This is an optimization exercise on Yosys and OpenROAD, whose aim is small area, not a production implementation. In this exercise RTL edits were held to simulation tests only and were not proved equivalent to the original. Power figures rest on the tool's default switching activity, not on a simulated workload.

<file path="run.sh">
#!/bin/bash
# synth_recipe.tcl (not shown) runs the flow's synth.tcl, then flattens the netlist and writes it again
# the make line also repeats each setting of config.mk as NAME=value (left out here)
make -C /OpenROAD-flow-scripts/flow DESIGN_CONFIG=/design/flow/config.mk WORK_HOME=/design/flow/orfs CLKGATE_MAP_FILE= SYNTH_SCRIPT=/design/flow/synth_recipe.tcl finish
</file>
<file path="constraint.sdc">
create_clock -name core_clock -period 6.0 [get_ports {sys_clk}]
set_input_delay 1.2000 -clock core_clock [delete_from_list [all_inputs] [get_ports {sys_clk}]]
set_output_delay 1.2000 -clock core_clock [all_outputs]
set_load 0.01 [all_outputs]
</file>
<file path="design.v">
module bbox_overlay_mux #(
  parameter int H_PIXEL  = 1024,
  parameter int V_PIXEL  = 768,
  parameter int OBJ_NUM  = 16,
  parameter int LINE_W   = 2,
  parameter int MARGIN_X = 20,
  parameter int MARGIN_Y = 20
) (
  input  logic                     sys_clk,
  input  logic                     sys_rst_n,
  input  logic                     pre_wr_en,
  input  logic                     pre_hs,
  input  logic                     pre_vs,
  input  logic [OBJ_NUM*43-1:0]    pos_data,
  input  logic [15:0]              cam_data,
  input  logic [1:0]               mode,
  output logic [15:0]              fusion_rgb565,
  output logic [23:0]              fusion_rgb888,
  output logic                     fusion_hs,
  output logic                     fusion_vs,
  output logic                     fusion_wr_en,
  output logic [7:0]               obj_num,
  output logic                     frame_latch
);
  localparam logic [11:0] LW_M1 = 12'(LINE_W - 1);
  localparam logic [11:0] GX_LO = 12'(MARGIN_X);
  localparam logic [11:0] GX_HI = 12'(H_PIXEL - MARGIN_X);
  localparam logic [11:0] GY_LO = 12'(MARGIN_Y);
  localparam logic [11:0] GY_HI = 12'(V_PIXEL - MARGIN_Y);
  localparam logic [10:0] X_LAST = 11'(H_PIXEL - 1);
  localparam logic [9:0]  Y_LAST = 10'(V_PIXEL - 1);
  logic                     vs_q;
  logic                     vs_rise;
  logic [OBJ_NUM-1:0][42:0] shadow_pos;
  logic [1:0]               shadow_mode;
  logic [7:0]               valid_cnt;
  logic [10:0] cnt_x;
  logic [9:0]  cnt_y;
  logic [11:0] px;
  logic [11:0] py;
  logic        in_guard;
  logic [OBJ_NUM-1:0] border_hit;
  logic [OBJ_NUM-1:0] inter_hit;
  logic [OBJ_NUM-1:0] border_s1;
  logic [OBJ_NUM-1:0] inter_s1;
  logic [15:0]        cam_s1;
  logic [1:0]         mode_s1;
  logic               hs_s1;
  logic               vs_s1;
  logic               wr_s1;
  logic        b_any;
  logic        i_any;
  logic [2:0]  b_pal;
  logic [2:0]  i_pal;
  logic [23:0] cam888;
  logic [23:0] tint_c;
  logic [23:0] pix;
  function automatic logic box_ok(input logic [42:0] box);
    box_ok = box[42] && (box[10:0] <= box[31:21]) && (box[20:11] <= box[41:32]);
  endfunction
  function automatic logic [1:0] classify(input logic [42:0] box,
                                          input logic [11:0] x,
                                          input logic [11:0] y);
    logic [11:0] xmin, xmax, ymin, ymax;
    logic [11:0] xl_end, xr_beg, yt_end, yb_beg;
    logic        in_x, in_y, on_v, on_h, bord, inner;
    xmin   = {1'b0, box[10:0]};
    xmax   = {1'b0, box[31:21]};
    ymin   = {2'b0, box[20:11]};
    ymax   = {2'b0, box[41:32]};
    xl_end = xmin + LW_M1;
    yt_end = ymin + LW_M1;
    xr_beg = (xmax >= LW_M1) ? (xmax - LW_M1) : 12'd0;
    yb_beg = (ymax >= LW_M1) ? (ymax - LW_M1) : 12'd0;
    in_x   = (x >= xmin) && (x <= xmax);
    in_y   = (y >= ymin) && (y <= ymax);
    on_v   = in_y && (((x >= xmin) && (x <= xl_end)) || ((x >= xr_beg) && (x <= xmax)));
    on_h   = in_x && (((y >= ymin) && (y <= yt_end)) || ((y >= yb_beg) && (y <= ymax)));
    bord   = box_ok(box) && (on_v || on_h);
    inner  = box_ok(box) && !bord && (x > xmin) && (x < xmax) && (y > ymin) && (y < ymax);
    classify = {bord, inner};
  endfunction
  function automatic logic [23:0] palette(input logic [2:0] k);
    logic [23:0] c;
    case (k)
      3'd0:    c = 24'hFF0000;
      3'd1:    c = 24'h00FF00;
      3'd2:    c = 24'h0000FF;
      3'd3:    c = 24'hFFFF00;
      3'd4:    c = 24'hFF00FF;
      3'd5:    c = 24'h00FFFF;
      3'd6:    c = 24'hFFFFFF;
      default: c = 24'hFF8000;
    endcase
    palette = c;
  endfunction
  assign vs_rise = pre_vs && !vs_q;
  always_ff @(posedge sys_clk or negedge sys_rst_n) begin
    if (!sys_rst_n) begin
      vs_q        <= 1'b0;
      frame_latch <= 1'b0;
      shadow_pos  <= '0;
      shadow_mode <= 2'b00;
    end else begin
      vs_q        <= pre_vs;
      frame_latch <= vs_rise;
      if (vs_rise) begin
        shadow_pos  <= pos_data;
        shadow_mode <= mode;
      end
    end
  end
  always_comb begin
    valid_cnt = '0;
    for (int i = 0; i < OBJ_NUM; i++) begin
      valid_cnt = valid_cnt + 8'(box_ok(shadow_pos[i]));
    end
  end
  always_ff @(posedge sys_clk or negedge sys_rst_n) begin
    if (!sys_rst_n) begin
      obj_num <= 8'd0;
    end else if (frame_latch) begin
      obj_num <= valid_cnt;
    end
  end
  always_ff @(posedge sys_clk or negedge sys_rst_n) begin
    if (!sys_rst_n) begin
      cnt_x <= '0;
      cnt_y <= '0;
    end else if (vs_rise) begin
      cnt_x <= '0;
      cnt_y <= '0;
    end else if (pre_wr_en) begin
      if (cnt_x == X_LAST) begin
        cnt_x <= '0;
        cnt_y <= (cnt_y == Y_LAST) ? 10'd0 : cnt_y + 10'd1;
      end else begin
        cnt_x <= cnt_x + 11'd1;
      end
    end
  end
  always_comb begin
    px       = {1'b0, cnt_x};
    py       = {2'b0, cnt_y};
    in_guard = (px >= GX_LO) && (px < GX_HI) && (py >= GY_LO) && (py < GY_HI);
    border_hit = '0;
    inter_hit  = '0;
    for (int i = 0; i < OBJ_NUM; i++) begin
      {border_hit[i], inter_hit[i]} = classify(shadow_pos[i], px, py) & {2{in_guard}};
    end
  end
  always_ff @(posedge sys_clk or negedge sys_rst_n) begin
    if (!sys_rst_n) begin
      border_s1 <= '0;
      inter_s1  <= '0;
      cam_s1    <= '0;
      mode_s1   <= 2'b00;
      hs_s1     <= 1'b0;
      vs_s1     <= 1'b0;
      wr_s1     <= 1'b0;
    end else begin
      border_s1 <= border_hit;
      inter_s1  <= inter_hit;
      cam_s1    <= cam_data;
      mode_s1   <= shadow_mode;
      hs_s1     <= pre_hs;
      vs_s1     <= pre_vs;
      wr_s1     <= pre_wr_en;
    end
  end
  always_comb begin
    b_any = |border_s1;
    i_any = |inter_s1;
    b_pal = 3'd0;
    i_pal = 3'd0;
    for (int i = OBJ_NUM - 1; i >= 0; i--) begin
      if (border_s1[i]) b_pal = 3'(i);
      if (inter_s1[i])  i_pal = 3'(i);
    end
  end
  always_comb begin
    cam888 = {cam_s1[15:11], cam_s1[15:13], cam_s1[10:5], cam_s1[10:9], cam_s1[4:0], cam_s1[4:2]};
    tint_c = palette(i_pal);
    pix    = cam888;
    case (mode_s1)
      2'b01: if (b_any) pix = 24'hFF0000;
      2'b10: if (b_any) pix = palette(b_pal);
      2'b11: begin
        if (b_any) begin
          pix = palette(b_pal);
        end else if (i_any) begin
          pix[23:16] = {1'b0, cam888[23:17]} + {1'b0, tint_c[23:17]};
          pix[15:8]  = {1'b0, cam888[15:9]}  + {1'b0, tint_c[15:9]};
          pix[7:0]   = {1'b0, cam888[7:1]}   + {1'b0, tint_c[7:1]};
        end
      end
      default: ;
    endcase
  end
  always_ff @(posedge sys_clk or negedge sys_rst_n) begin
    if (!sys_rst_n) begin
      fusion_rgb888 <= '0;
      fusion_rgb565 <= '0;
      fusion_hs     <= 1'b0;
      fusion_vs     <= 1'b0;
      fusion_wr_en  <= 1'b0;
    end else begin
      fusion_rgb888 <= pix;
      fusion_rgb565 <= {pix[23:19], pix[15:10], pix[7:3]};
      fusion_hs     <= hs_s1;
      fusion_vs     <= vs_s1;
      fusion_wr_en  <= wr_s1;
    end
  end
endmodule
</file>
<file path="config.mk">
export PLATFORM = sky130hd
export DESIGN_NAME = bbox_overlay_mux
export DESIGN_NICKNAME = bbox_overlay_mux
export VERILOG_FILES = /design/flow/design.v
export SDC_FILE = /design/flow/constraint.sdc
export NUM_CORES = 4
export LEC_CHECK = 0
export CAP_MARGIN = 20
export CORE_MARGIN = 2
export CORE_UTILIZATION = 40
export SLEW_MARGIN = 20
</file>
==> summary.txt <==
Status: no timing/DRC/antenna violations
DRC: 0
Num CTS Buffers: 109
Cells along the critical path: inv_1, ha_1, a2111oi_0, a211oi_1, o21ai_0, o311a_1, fa_1, inv_1, fa_1, inv_1, fa_1, fa_1, ha_1, inv_1, fa_1, xnor2_1, mux2_2
Hold Vio Cnt, Final: 0
Path depth of the worst reg2reg path: 17
Final instance area: 96300 um^2
Power per standard cell area: 252 nW/um^2
Crit path capture: obj_num[2]$_DFFE_PN0P_
Total track usage: 29.5%
Via count: 77500
DP Wirelength: 241 mm
Synth area leaders: ha_1 (28%), dfrtp_1 (25%), o21ai_0 (6.2%)
Yosys top cell by area: ha_1
Synth unique cells: 85
H-Tree Depth: 3
Final #Nets: 13100
Sw Ratio: 39.9%
Net Sw Power: 9680 uW
Max Transition Viols Final: 0
First-pass GRT wire length: 469 mm
Post-synth top cells: ha_1 (1803), nand2_1 (1314), o21ai_0 (1009), inv_1 (867), dfrtp_1 (797)
Tightest Hold Check Type: reg -> reg
Reg-to-Reg Start: shadow_pos[583]$_DFFE_PN0P_
Die width: 455 um
CTS tree: yes
Endpoint class of the critical path: flop
Clk root buf: clkbuf_16
Layout cell share with drive strength beyond 1: 3.25%
Post-DR vias/cell: 5.82
RD Place Congestion: 0.960
Clock share of power: 29.8%
Peak VDD IR: 0.000231 V
Routed WL: 313 mm
Number of port buffers: 759
Final critical-path share of the clock period: 95.0%
Unrepaired setup endpoints after global routing: false
Setup TNS: 0 ns
Final Setup Violations: 0
Slowest CP cell: a2111oi_0
Max cap viols: 0
Placement Cell Area: 92400 um^2
Largest net degree at the start of global routing: 213
Row Count: 165
Data arrival, critical path: 6.33 ns
Ys flop type: dfrtp_1
Area delta synth->final: 18.6%
Wire length per cell: 23.5 um
Synthesized area: 81200 um^2
CTS Hold Bufs: 0
Sequential share of power: 29.4%
Final min period: 5.70 ns
1st-iter DRT viols: 5730
Routed Antenna Nets: 0
Final Core Density: 47.7%
CP max FO: 5
Worst rel slew slack: 29.6%
Cell mode on critical path: fa_1
Slew at the pin closest to its max-slew limit: 1.05 ns
Post-synth EDFFs: 0
Most common cell in the synthesized netlist: ha_1
Initial antenna violation count: 12
Clk buf depth: 3
Synth warnings: 1
Seq/Total Area, Yosys: 24.6%
Synth Instances: 9779
Vias in the first global route: 77600
Chip height: 455 um
Syn_area_per_cell: 8.31 um^2
Power Internal: 14600 uW
Worst r2r dst: obj_num[2]$_DFFE_PN0P_
R2r setup slk: 0.30 ns
Crit path required time: 6.63 ns
Initial core utilization: 40.2%
Worst Path Class, Setup: reg -> reg
Die area: 207000 um^2
Combinational share of power: 40.8%
CTS clk-pin slew, worst paths: 0.06 ns
Yosys top cell area share: 27.8%
LEAKAGE: 0.0455 uW
Clock skew: 0.0425 ns
Crit path largest cell delay: 0.59 ns
Hold Path Cell Cnt: 0
Post-CTS Repair Setup Buffers: 0
First drt pass iteration count: 6
Crit path launch type: flop
CTS sink cnt: 797
Fmax: 0.175 GHz
PostCTS Resize Cnt: 0
Core ar.: 202000 um^2
GRT overflow: 0
Clock latency at the later pin of the worst-skew pair: 0.79 ns
Worst Setup SP: shadow_pos[583]$_DFFE_PN0P_
Yosys reg bits: 797
Asr flop ratio synth: 100%
I/O pins: 763
==> final cells by class <==
| cell class | instances | area, um^2 |
|---|---|---|
| diodes | 11 | 27.5 |
| flip-flops and latches | 797 | 20000 |
| multi-input cells | 7917 | 57200 |
| repair buffers | 851 | 8570 |
| clock buffers | 147 | 3120 |
| inverters | 868 | 3270 |
| well taps | 2672 | 3340 |
| clock inverters | 53 | 747 |
| fillers | 19400 | 106000 |
==> per-stage QoR <==
stage,total power [uW],worst slack (ns),hold slack (ns),instances
2_1_floorplan,13300,0.889,0.331,9781
3_3_place_gp,16600,0.426,0.336,13100
3_5_place_dp,17000,0.307,0.341,13100
4_1_cts,24400,0.278,0.361,13300
5_1_grt,26100,0.0565,0.363,13300
6_report,24300,0.300,0.360,13300
==> placed cells by master (no fill, tap or decap), types with 19 or more instances in the layout <==
cell,count
nand2b_1,113
clkinv_2,21
o21ai_0,1009
nor2b_1,121
o21a_1,86
dfrtp_4,19
buf_4,70
a211o_1,29
or3_1,31
nor2_1,355
nand3_1,392
o31ai_1,32
ha_1,1803
clkdlybuf4s50_1,758
buf_12,22
a21o_1,182
o211ai_1,56
nand2_1,1314
nor3b_1,19
o22ai_1,25
a21oi_1,473
and2_1,33
dfrtp_1,778
nand4_1,267
a31oi_1,57
xor2_1,41
nor4_1,122
nor3_1,254
o21bai_1,31
a211oi_1,109
or4_1,21
a2111oi_0,34
clkbuf_8,19
inv_1,865
and3_1,69
clkbuf_16,112
xnor2_1,446
and4_1,36
o2111ai_1,26
==> power by group through the flow <==
stage,logic (uW),registers (uW),clock network (uW)
global route,11300,7220,7610
global placement,9450,7180,0
CTS,9880,7110,7380
detailed placement,9790,7200,0
floorplan,6480,6840,0
finish,9910,7140,7240
==> critical path, delay by kind of cell (launching register included) <==
kind                       cells  cell delay (ns)
adders and majority gates      7             2.79
AOI/OAI and AO/OA              4             1.61
buffers and inverters          4             0.39
DFF                            1             0.37
muxes                          1             0.26
xor gates and xnor gates       1             0.15
==> state kept, by name, indices dropped and copies added (netlist names), 2 cells and up <==
signal / count
cnt_x: 11
cnt_y: 10
cam_s1: 16
shadow_pos: 688
border_s1: 16
obj_num: 5
fusion_rgb888: 23
inter_s1: 16
mode_s1: 2
shadow_mode: 2
==> how the worst min path moves through the flow <==
stage | start | end | slack [ns]
after global placement | hs_s1$_DFF_PN0_ | fusion_hs$_DFF_PN0_ | 0.34
final | wr_s1$_DFF_PN0_ | fusion_wr_en$_DFF_PN0_ | 0.36
after detailed placement | hs_s1$_DFF_PN0_ | fusion_hs$_DFF_PN0_ | 0.34
after CTS | wr_s1$_DFF_PN0_ | fusion_wr_en$_DFF_PN0_ | 0.36
after global routing | wr_s1$_DFF_PN0_ | fusion_wr_en$_DFF_PN0_ | 0.36
after floorplan | hs_s1$_DFF_PN0_ | fusion_hs$_DFF_PN0_ | 0.33
==> cell families after synthesis <==
kind of cell	after synthesis	share of synthesized area (%)
and+or+nand+nor	3225	19.1
AOI/OAI and AO/OA	2361	17.7
adders and majority gates	1816	28.1
buffers and inverters	1067	5.02
DFF	797	24.6
xor gates and xnor gates	487	5.25
muxes	25	0.322
other	1	0.00462
==> metal layers <==
metal	part of all wire (%)	wire (um)	GRT usage, %	vias to the layer above
met5	0.012	36	0	-
met4	7.5	23600	20.3	6
met3	5.5	17300	3.88	658
met2	45	140000	46.9	2505
met1	42	132000	37.2	37400
li1	-	-	-	36900

## static timing again, ports no longer ideal
Ports are ideal in the flow. The routed layout listed here was re-timed in OpenROAD. Step 1: set_driving_cell puts a clkbuf_16 on sys_clk and a buf_2 on each other input, an assumption about the parent block. Step 2 also shifts input and output timing later by t, the mid clock arrival at the registers, as if the neighbouring blocks saw the same clock. Three values: ideal, step 1, step 2; two values: the first two.
shift t [ns]: 0.853
setup WS [ns]: 0.300 / 0.300 / 0.300
worst setup path after step 2: register to register
After both steps setup and hold are still met in this run. The setup slack of this run moves by 0.000 ns with the drivers and by 0.000 ns with both steps.
